This is an optimization exercise on Yosys and OpenROAD, whose aim is small area and a short achievable clock period, not a production implementation. In this exercise RTL edits were held to simulation tests only and were not proved equivalent to the original. No activity file was given, so power comes from the tool's default toggle rates.

`flow/config.mk`:
```
export PLATFORM = sky130hd
export DESIGN_NAME = id_regfile_sb
export DESIGN_NICKNAME = id_regfile_sb
export VERILOG_FILES = /design/flow/design.v
export SDC_FILE = /design/flow/constraint.sdc
export NUM_CORES = 4
export LEC_CHECK = 0
export CAP_MARGIN = 20
export CORE_MARGIN = 2
export CORE_UTILIZATION = 40
export SETUP_SLACK_MARGIN = 3.7
export SLEW_MARGIN = 20
export SYNTH_HIERARCHICAL = 1
```
`flow/constraint.sdc`:
```
create_clock -name core_clock -period 10.0 [get_ports {clk}]
set_input_delay 2.0000 -clock core_clock [delete_from_list [all_inputs] [get_ports {clk}]]
set_output_delay 2.0000 -clock core_clock [all_outputs]
set_load 0.01 [all_outputs]
```
`flow/design.v`:
```
package common;
    localparam int unsigned XLEN_DEFAULT       = 32;
    localparam int unsigned REGISTER_FILE_SIZE = 32;
    localparam int unsigned REG_AW             = $clog2(REGISTER_FILE_SIZE);
    typedef logic [REG_AW-1:0]       reg_idx_t;
    typedef logic [XLEN_DEFAULT-1:0] xword_t;
    typedef enum logic [1:0] {
        HZ_NONE,
        HZ_RAW,
        HZ_WAW,
        HZ_FLUSH
    } hazard_e;
endpackage
module id_scoreboard #(
    parameter  int unsigned NUM_REGS = common::REGISTER_FILE_SIZE,
    parameter  int unsigned NUM_RD   = 2,
    parameter  int unsigned CNT_W    = 16
) (
    input  logic                       clk,
    input  logic                       reset,
    input  logic [NUM_RD*NUM_REGS-1:0] rd_dec,    
    input  logic [NUM_REGS-1:0]        wb_dec,    
    input  logic [NUM_REGS-1:0]        iss_dec,   
    input  logic                       issue_valid,
    input  logic                       issue_has_rd,
    input  logic                       flush,
    output logic                       issue_ready,
    output logic [NUM_REGS-1:0]        busy,
    output logic [CNT_W-1:0]           stall_cnt
);
    logic [NUM_REGS-1:0] busy_q, busy_d;
    logic [NUM_REGS-1:0] look;
    logic [CNT_W-1:0]    stall_cnt_q;
    logic                hazard;
    logic                fire_rd;
    always_comb begin
        look = {NUM_REGS{issue_has_rd}} & iss_dec;
        for (int unsigned p = 0; p < NUM_RD; p++) begin
            look = look | rd_dec[p*NUM_REGS +: NUM_REGS];
        end
    end
    assign hazard      = |(look & busy_q & ~wb_dec);
    assign issue_ready = !hazard && !flush;
    assign fire_rd     = issue_valid && issue_ready && issue_has_rd;
    always_comb begin
        busy_d    = ({NUM_REGS{!flush}} & busy_q & ~wb_dec) | ({NUM_REGS{fire_rd}} & iss_dec);
        busy_d[0] = 1'b0;
    end
    always_ff @(posedge clk or posedge reset) begin
        if (reset) begin
            busy_q      <= '0;
            stall_cnt_q <= '0;
        end else begin
            busy_q <= busy_d;
            if (issue_valid && hazard | flush && stall_cnt_q != '1) begin
                stall_cnt_q <= stall_cnt_q + 1'b1;
            end
        end
    end
    assign busy      = busy_q;
    assign stall_cnt = stall_cnt_q;
endmodule
module id_regfile_sb #(
    parameter  int unsigned XLEN     = common::XLEN_DEFAULT,
    parameter  int unsigned NUM_REGS = common::REGISTER_FILE_SIZE,
    parameter  int unsigned NUM_RD   = 2,
    parameter  int unsigned CNT_W    = 16,
    localparam int unsigned AW       = $clog2(NUM_REGS)
) (
    input  logic                     clk,
    input  logic                     reset,
    input  logic [NUM_RD*AW-1:0]     rd_id,
    output logic [NUM_RD*XLEN-1:0]   rd_data,
    input  logic                     wb_en,
    input  logic [AW-1:0]            wb_id,
    input  logic [XLEN-1:0]          wb_data,
    input  logic                     issue_valid,
    input  logic                     issue_has_rd,
    input  logic [AW-1:0]            issue_rd,
    output logic                     issue_ready,
    input  logic                     flush,
    output logic [NUM_REGS-1:0]      busy,
    output logic [CNT_W-1:0]         stall_cnt,
    output logic [NUM_REGS*XLEN-1:0] debug_reg
);
    logic [NUM_REGS-1:0]        wb_dec;
    logic [NUM_REGS-1:0]        iss_dec;
    logic [NUM_RD*NUM_REGS-1:0] rd_dec;
    logic [XLEN-1:0]            wb_data_n;
    logic [XLEN-1:0]            regs_n [NUM_REGS];    
    logic [NUM_REGS-1:0]        valid_q;
    always_comb begin
        for (int unsigned i = 0; i < NUM_REGS; i++) begin
            wb_dec[i]  = wb_en && wb_id == AW'(i);
            iss_dec[i] = issue_rd == AW'(i);
        end
    end
    assign wb_data_n = ~wb_data;
    always_ff @(posedge clk or posedge reset) begin
        if (reset) begin
            valid_q <= '0;
        end else begin
            valid_q <= valid_q | wb_dec;
        end
    end
    assign regs_n[0] = '1;
    assign debug_reg[XLEN-1:0] = '0;
    for (genvar i = 1; i < NUM_REGS; i++) begin : g_reg
        id_rf_row #(.XLEN(XLEN)) u_row (
            .clk  (clk),
            .we   (wb_dec[i]),
            .we_n (!wb_dec[i]),
            .d_n  (wb_data_n),
            .q_n  (regs_n[i])
        );
        id_rf_gate #(.XLEN(XLEN)) u_gate (
            .clr_n (!valid_q[i]),
            .q_n   (regs_n[i]),
            .y     (debug_reg[i*XLEN +: XLEN])
        );
    end
    for (genvar p = 0; p < NUM_RD; p++) begin : g_rd
        logic [AW-1:0]       a, a_n, x;
        logic [3:0]          lo, mid;
        logic [1:0]          top;
        logic                eq_lo, eq_hi, nz, byp, byp_n;
        logic [NUM_REGS-1:0] sel_n;
        assign a = rd_id[p*AW +: AW];
        for (genvar j = 0; j < AW; j++) begin : g_bit
            id_g_inv  u_inv (.a(a[j]), .y(a_n[j]));
            id_g_xor2 u_x   (.a(a[j]), .b(wb_id[j]), .y(x[j]));
        end
        for (genvar k = 0; k < 4; k++) begin : g_pre
            id_g_nor2 u_lo (
                .a (k[0] ? a_n[0] : a[0]),
                .b (k[1] ? a_n[1] : a[1]),
                .y (lo[k])
            );
            id_g_nor2 u_mid (
                .a (k[0] ? a_n[2] : a[2]),
                .b (k[1] ? a_n[3] : a[3]),
                .y (mid[k])
            );
        end
        assign top = {a[4], a_n[4]};
        assign sel_n[0] = 1'b1;
        for (genvar i = 1; i < NUM_REGS; i++) begin : g_sel
            id_g_nand4 u_g (
                .a (lo[i % 4]),
                .b (mid[(i / 4) % 4]),
                .c (top[i / 16]),
                .d (valid_q[i]),
                .y (sel_n[i])
            );
        end
        id_g_nor2  u_eq_lo (.a(x[0]), .b(x[1]), .y(eq_lo));
        id_g_nor3  u_eq_hi (.a(x[2]), .b(x[3]), .c(x[4]), .y(eq_hi));
        id_g_nand3 u_nz    (.a(lo[0]), .b(mid[0]), .c(top[0]), .y(nz));
        id_g_nand4 u_byp_n (.a(eq_lo), .b(eq_hi), .c(wb_en), .d(nz), .y(byp_n));
        id_g_inv   u_byp   (.a(byp_n), .y(byp));
        for (genvar i = 0; i < NUM_REGS; i++) begin : g_dec
            assign rd_dec[p*NUM_REGS + i] = lo[i % 4] & mid[(i / 4) % 4] & top[i / 16];
        end
        for (genvar b = 0; b < XLEN; b++) begin : g_bit_mux
            logic [NUM_REGS-1:0] col_n;
            always_comb begin
                col_n[0] = 1'b1;
                for (int unsigned i = 1; i < NUM_REGS; i++) begin
                    col_n[i] = regs_n[i][b];
                end
            end
            id_rf_mux32 u_mux (
                .sel_n (sel_n),
                .d_n   (col_n),
                .byp   (byp),
                .byp_n (byp_n),
                .wb_n  (wb_data_n[b]),
                .y     (rd_data[p*XLEN + b])
            );
        end
    end
    id_scoreboard #(
        .NUM_REGS (NUM_REGS),
        .NUM_RD   (NUM_RD),
        .CNT_W    (CNT_W)
    ) u_scoreboard (
        .clk          (clk),
        .reset        (reset),
        .rd_dec       (rd_dec),
        .wb_dec       (wb_dec),
        .iss_dec      (iss_dec),
        .issue_valid  (issue_valid),
        .issue_has_rd (issue_has_rd),
        .flush        (flush),
        .issue_ready  (issue_ready),
        .busy         (busy),
        .stall_cnt    (stall_cnt)
    );
endmodule
module id_rf_row #(
    parameter int unsigned XLEN = 32
) (
    input  logic            clk,
    input  logic            we,
    input  logic            we_n,
    input  logic [XLEN-1:0] d_n,
    output logic [XLEN-1:0] q_n
);
    always_ff @(posedge clk) begin
        q_n <= ({XLEN{we}} & d_n) | ({XLEN{we_n}} & q_n);
    end
endmodule
module id_rf_gate #(
    parameter int unsigned XLEN = 32
) (
    input  logic            clr_n,
    input  logic [XLEN-1:0] q_n,
    output logic [XLEN-1:0] y
);
    assign y = ~(q_n | {XLEN{clr_n}});
endmodule
module id_rf_mux32 (
    input  logic [31:0] sel_n,
    input  logic [31:0] d_n,
    input  logic        byp,
    input  logic        byp_n,
    input  logic        wb_n,
    output logic        y
);
    logic [15:0] l1;     
    logic [7:0]  l2_n;   
    logic [3:0]  l3;     
    logic [1:0]  l4_n;   
    id_g_nor2 u_l1_0 (.a(sel_n[1]), .b(d_n[1]), .y(l1[0]));
    for (genvar k = 1; k < 16; k++) begin : g_l1
        id_g_o22ai u_g (
            .a1 (sel_n[2*k]),   .a2 (d_n[2*k]),
            .b1 (sel_n[2*k+1]), .b2 (d_n[2*k+1]),
            .y  (l1[k])
        );
    end
    for (genvar k = 0; k < 8; k++) begin : g_l2
        id_g_nor2 u_g (.a(l1[2*k]), .b(l1[2*k+1]), .y(l2_n[k]));
    end
    for (genvar k = 0; k < 4; k++) begin : g_l3
        id_g_nand2 u_g (.a(l2_n[2*k]), .b(l2_n[2*k+1]), .y(l3[k]));
    end
    for (genvar k = 0; k < 2; k++) begin : g_l4
        id_g_nor2 u_g (.a(l3[2*k]), .b(l3[2*k+1]), .y(l4_n[k]));
    end
    id_g_a32oi u_l5 (
        .a1 (l4_n[0]), .a2 (l4_n[1]), .a3 (byp_n),
        .b1 (byp),     .b2 (wb_n),
        .y  (y)
    );
endmodule
module id_g_inv (input logic a, output logic y);
    assign y = !a;
endmodule
module id_g_nand2 (input logic a, b, output logic y);
    assign y = !(a & b);
endmodule
module id_g_nand3 (input logic a, b, c, output logic y);
    assign y = !(a & b & c);
endmodule
module id_g_nand4 (input logic a, b, c, d, output logic y);
    assign y = !(a & b & c & d);
endmodule
module id_g_nor2 (input logic a, b, output logic y);
    assign y = !(a | b);
endmodule
module id_g_nor3 (input logic a, b, c, output logic y);
    assign y = !(a | b | c);
endmodule
module id_g_xor2 (input logic a, b, output logic y);
    assign y = a ^ b;
endmodule
module id_g_o22ai (input logic a1, a2, b1, b2, output logic y);
    assign y = !((a1 | a2) & (b1 | b2));
endmodule
module id_g_a32oi (input logic a1, a2, a3, b1, b2, output logic y);
    assign y = !((a1 & a2 & a3) | (b1 & b2));
endmodule
```
`flow/flow/run.sh`:
```
#!/bin/bash
# The standard layout, with the smallest port buffers, ABC's buffers removed before placement
# and a clock tree without dummy loads.
set -euo pipefail
bash standard.sh \
  REMOVE_ABC_BUFFERS=1 \
  BUFFER_PORTS_ARGS="-buffer_cell sky130_fd_sc_hd__buf_1" \
  CTS_ARGS="-sink_clustering_enable -repair_clock_nets -dont_use_dummy_load -buf_list {sky130_fd_sc_hd__clkbuf_4 sky130_fd_sc_hd__clkbuf_8}" \
  finish > make_finish.log 2>&1
```
`flow/standard.sh`:
```
#!/bin/bash
# synth_recipe.tcl (not shown) runs the flow's synth.tcl, then flattens the netlist and writes it again
# the make line also repeats each setting of config.mk as NAME=value (left out here)
make -C /OpenROAD-flow-scripts/flow DESIGN_CONFIG=/design/flow/config.mk WORK_HOME=/design/flow/orfs CLKGATE_MAP_FILE= SYNTH_SCRIPT=/design/flow/synth_recipe.tcl "${@:-finish}"
```
==> results.sh <==
export IMPL_period_needed_ns=6.43
export IMPL_power_per_cell_area_nw_per_um2=217
export IMPL_syn_area_um2=51300
export IMPL_critPathRequiredTime_ns=8.00
export IMPL_fp_coreArea_um2=128000
export IMPL_maxSlewHeadroom_pct=19.8
export IMPL_antenna_found_initial=50
export IMPL_chipWidth_um=362
export IMPL_drive_above_1_share_pct=12.4
export IMPL_hpwl_mm=248
export IMPL_ant_nets=0
export IMPL_cp_arrival_ns=4.43
export IMPL_fp_dieArea_um2=131000
export IMPL_synth_avg_cell_area_um2=8.61
export IMPL_cts_root_buffer="clkbuf_8"
export IMPL_rsz0062_at_grt="true"
export IMPL_gp_congestion=1.07
export IMPL_grt_pass1_vias=56400
export IMPL_clk_pin_slew_ns=0.06
export IMPL_routed_wl_mm=364
export IMPL_clock_latency_ns=0.95
export IMPL_postCtsHoldBufs=0
export IMPL_path_class="input port to output port"
export IMPL_syn_inst=5963
export IMPL_hold_violations=0
export IMPL_grt_remaining_overflow=0
export IMPL_ir_worst_vdd_mv=0.147
export IMPL_grt_pass1_wl_mm=478
export IMPL_worst_slew_pin_slew_ns=1.20
export IMPL_cts_tree="done"
export IMPL_dr_first_iter_drc_count=11800
export IMPL_worstHoldPathType="flop to flop"
export IMPL_setup_tns_ns=0
export IMPL_crit_fanout=32
export IMPL_clock_path_buffers=3
export IMPL_rows=131
export IMPL_dr_pass1_iters=13
export IMPL_cp_start_kind="input port"
export IMPL_numCtsBuffers=186
export IMPL_clock_skew_ns=0.0442
export IMPL_htreeDepth=4
export IMPL_slowest_stage="nand2_1"
export IMPL_grt_max_degree=36
export IMPL_die_h_um=362
export IMPL_grtUsageTotal_pct=51.9
export IMPL_fin_nets=7332
export IMPL_drv_cap=0
export IMPL_viasPerCell=7.07
export IMPL_status="finished clean"
export IMPL_critPathMaxStageDelay_ns=0.33
export IMPL_final_max_slew_violation_count=0
export IMPL_max_freq_mhz=156
export IMPL_portBuffers=1161
export IMPL_crit_path_end_kind="output port"
export IMPL_start_util_pct=40.2
export IMPL_path_cells="clkbuf_4, buf_12, buf_4, nand4_1, buf_8, o22ai_1, nor2_1, nand2_1, nor2_4, a32oi_1, buf_1"
export IMPL_remaining_drc_errors=0
export IMPL_fin_util_pct=48.4
export IMPL_finalCritPeriodShare_pct=64.3
export IMPL_yosysWarnings=11
export IMPL_dr_total_vias=63300
export IMPL_ios=1195
export IMPL_cts_num_sinks=1070
export IMPL_leakage_nw=25.4
export IMPL_post_drt_wl_per_cell_um=40.7
export IMPL_finalSetupViolations=0
export IMPL_area_growth_pct=20.4
## timing repair
item                       CTS  global route
buffers inserted            30            34
gates resized for setup    319           269
pin swaps                   24            38
setup endpoints to repair   65            65
cloned                       2            15
## per-layer routing
| layer | share of wire (%) | vias to the layer above | global-route usage [%] |
|---|---|---|---|
| li1 | - | 24900 | - |
| met1 | 34 | 30500 | 62.3 |
| met2 | 39 | 6364 | 70.7 |
| met3 | 17 | 1487 | 24.2 |
| met4 | 10 | 50 | 40.7 |
| met5 | 0.20 | - | 1.78 |
## power by group
group | total (W) | switching, W | internal [W]
Clock | 0.00341 | 0.00179 | 0.00163
Sequential | 0.00624 | 0.00116 | 0.00508
Combinational | 0.00378 | 0.00252 | 0.00126
Total | 0.0134 | 0.00547 | 0.00796
## worst max-delay path: cells and delay by family
kind	cells	cell delay, ns
buffers and inverters	5	1.00
AND/OR/NAND/NOR	4	1.07
AO/OA/AOI/OAI	2	0.31
## final timing paths
| kind | startpoint | endpoint | slack (ns) | depth (start not counted) |
|---|---|---|---|---|
| min in group asynchronous | reset | u_scoreboard.stall_cnt_q[5]$_DFFE_PP0P_ | 1.09 | 2 |
| max reg2reg | u_scoreboard.busy_q[10]$_DFF_PP0_ | u_scoreboard.busy_q[17]$_DFF_PP0_ | 7.31 | 9 |
| min reg2reg | u_scoreboard.stall_cnt_q[10]$_DFFE_PP0P_ | u_scoreboard.stall_cnt_q[10]$_DFFE_PP0P_ | 0.50 | 1 |
| max | rd_id[9] | rd_data[58] | 3.57 | 11 |
| min | u_scoreboard.stall_cnt_q[10]$_DFFE_PP0P_ | u_scoreboard.stall_cnt_q[10]$_DFFE_PP0P_ | 0.50 | 1 |
| max in group asynchronous | reset | u_scoreboard.busy_q[19]$_DFF_PP0_ | 8.30 | 3 |
## through the flow
step	hold slack [ns]	cell area (um^2)	worst slack [ns]	instances	power, W
after global placement	0.489	55900	2.06	8665	0.00961
final	0.500	61800	3.57	8957	0.0134
after global routing	0.536	61700	3.67	8949	0.0137
after detailed placement	0.493	55900	2.15	8666	0.00964
after floorplan	0.487	47900	3.15	5648	0.00752
after CTS	0.501	60200	3.58	8884	0.0130
## flip-flops by register name, indices dropped and copies added (netlist names)
name,flops
u_scoreboard.busy_q,31
u_scoreboard.stall_cnt_q,16
valid_q,31
g.u_row.q_n,992
## cell type report
cell class / count / area [um^2]
diodes: 24 / 60.1
repair inverters: 1 / 7.51
multi-input cells: 4500 / 27600
well taps: 1662 / 2080
repair buffers: 1436 / 7370
clock buffers: 186 / 2560
flip-flops and latches: 1070 / 21800
fillers: 12800 / 65800
inverters: 78 / 304
## cell usage in the layout (no fill, tap or decap), types with 26 or more instances in the layout
| cell | n |
|---|---|
| clkbuf_8 | 190 |
| a32oi_4 | 28 |
| a22o_1 | 930 |
| buf_1 | 1131 |
| a22o_2 | 62 |
| dfxtp_1 | 992 |
| o21ai_0 | 28 |
| dfrtp_1 | 78 |
| conb_1 | 33 |
| buf_6 | 35 |
| o22ai_1 | 963 |
| and3_1 | 62 |
| nor2_4 | 56 |
| nand2b_1 | 33 |
| nand2_2 | 94 |
| buf_12 | 34 |
| buf_4 | 171 |
| nor2_1 | 1652 |
| o2bb2ai_1 | 31 |
| nand2_1 | 212 |
| a211oi_1 | 29 |
| inv_2 | 26 |
| inv_1 | 28 |
| a32oi_2 | 29 |
| nor2_2 | 74 |
| nand4_1 | 71 |

## static timing again, ports no longer ideal
How much do the figures lean on ideal ports? The routed layout below was timed once more, with nothing changed but the port constraints. Step 1: set_driving_cell puts a clkbuf_16 on clk and a buf_2 on each other input, an assumption about the parent block. Step 2 adds t to the input delays and takes it off the output delays; t is the mean of the earliest and latest rising clock arrival at the registers after step 1. Input paths then give back, and output paths get back, about the clock's delay inside the block. Three values: no drivers, after step 1, after step 2; two values: the first two.
t (ns): 1.011
setup slack, ns: 3.571 / 3.309 / 3.309
hold WS [ns]: 0.500 / 0.500 / 0.500
worst register clock-pin slew, ns: 0.07 / 0.07
worst data-port slew with drivers (ns): 0.30
After both steps this run still meets setup and hold. For this run, drivers alone change the setup slack by -0.262 ns; drivers and shift together by -0.262 ns.
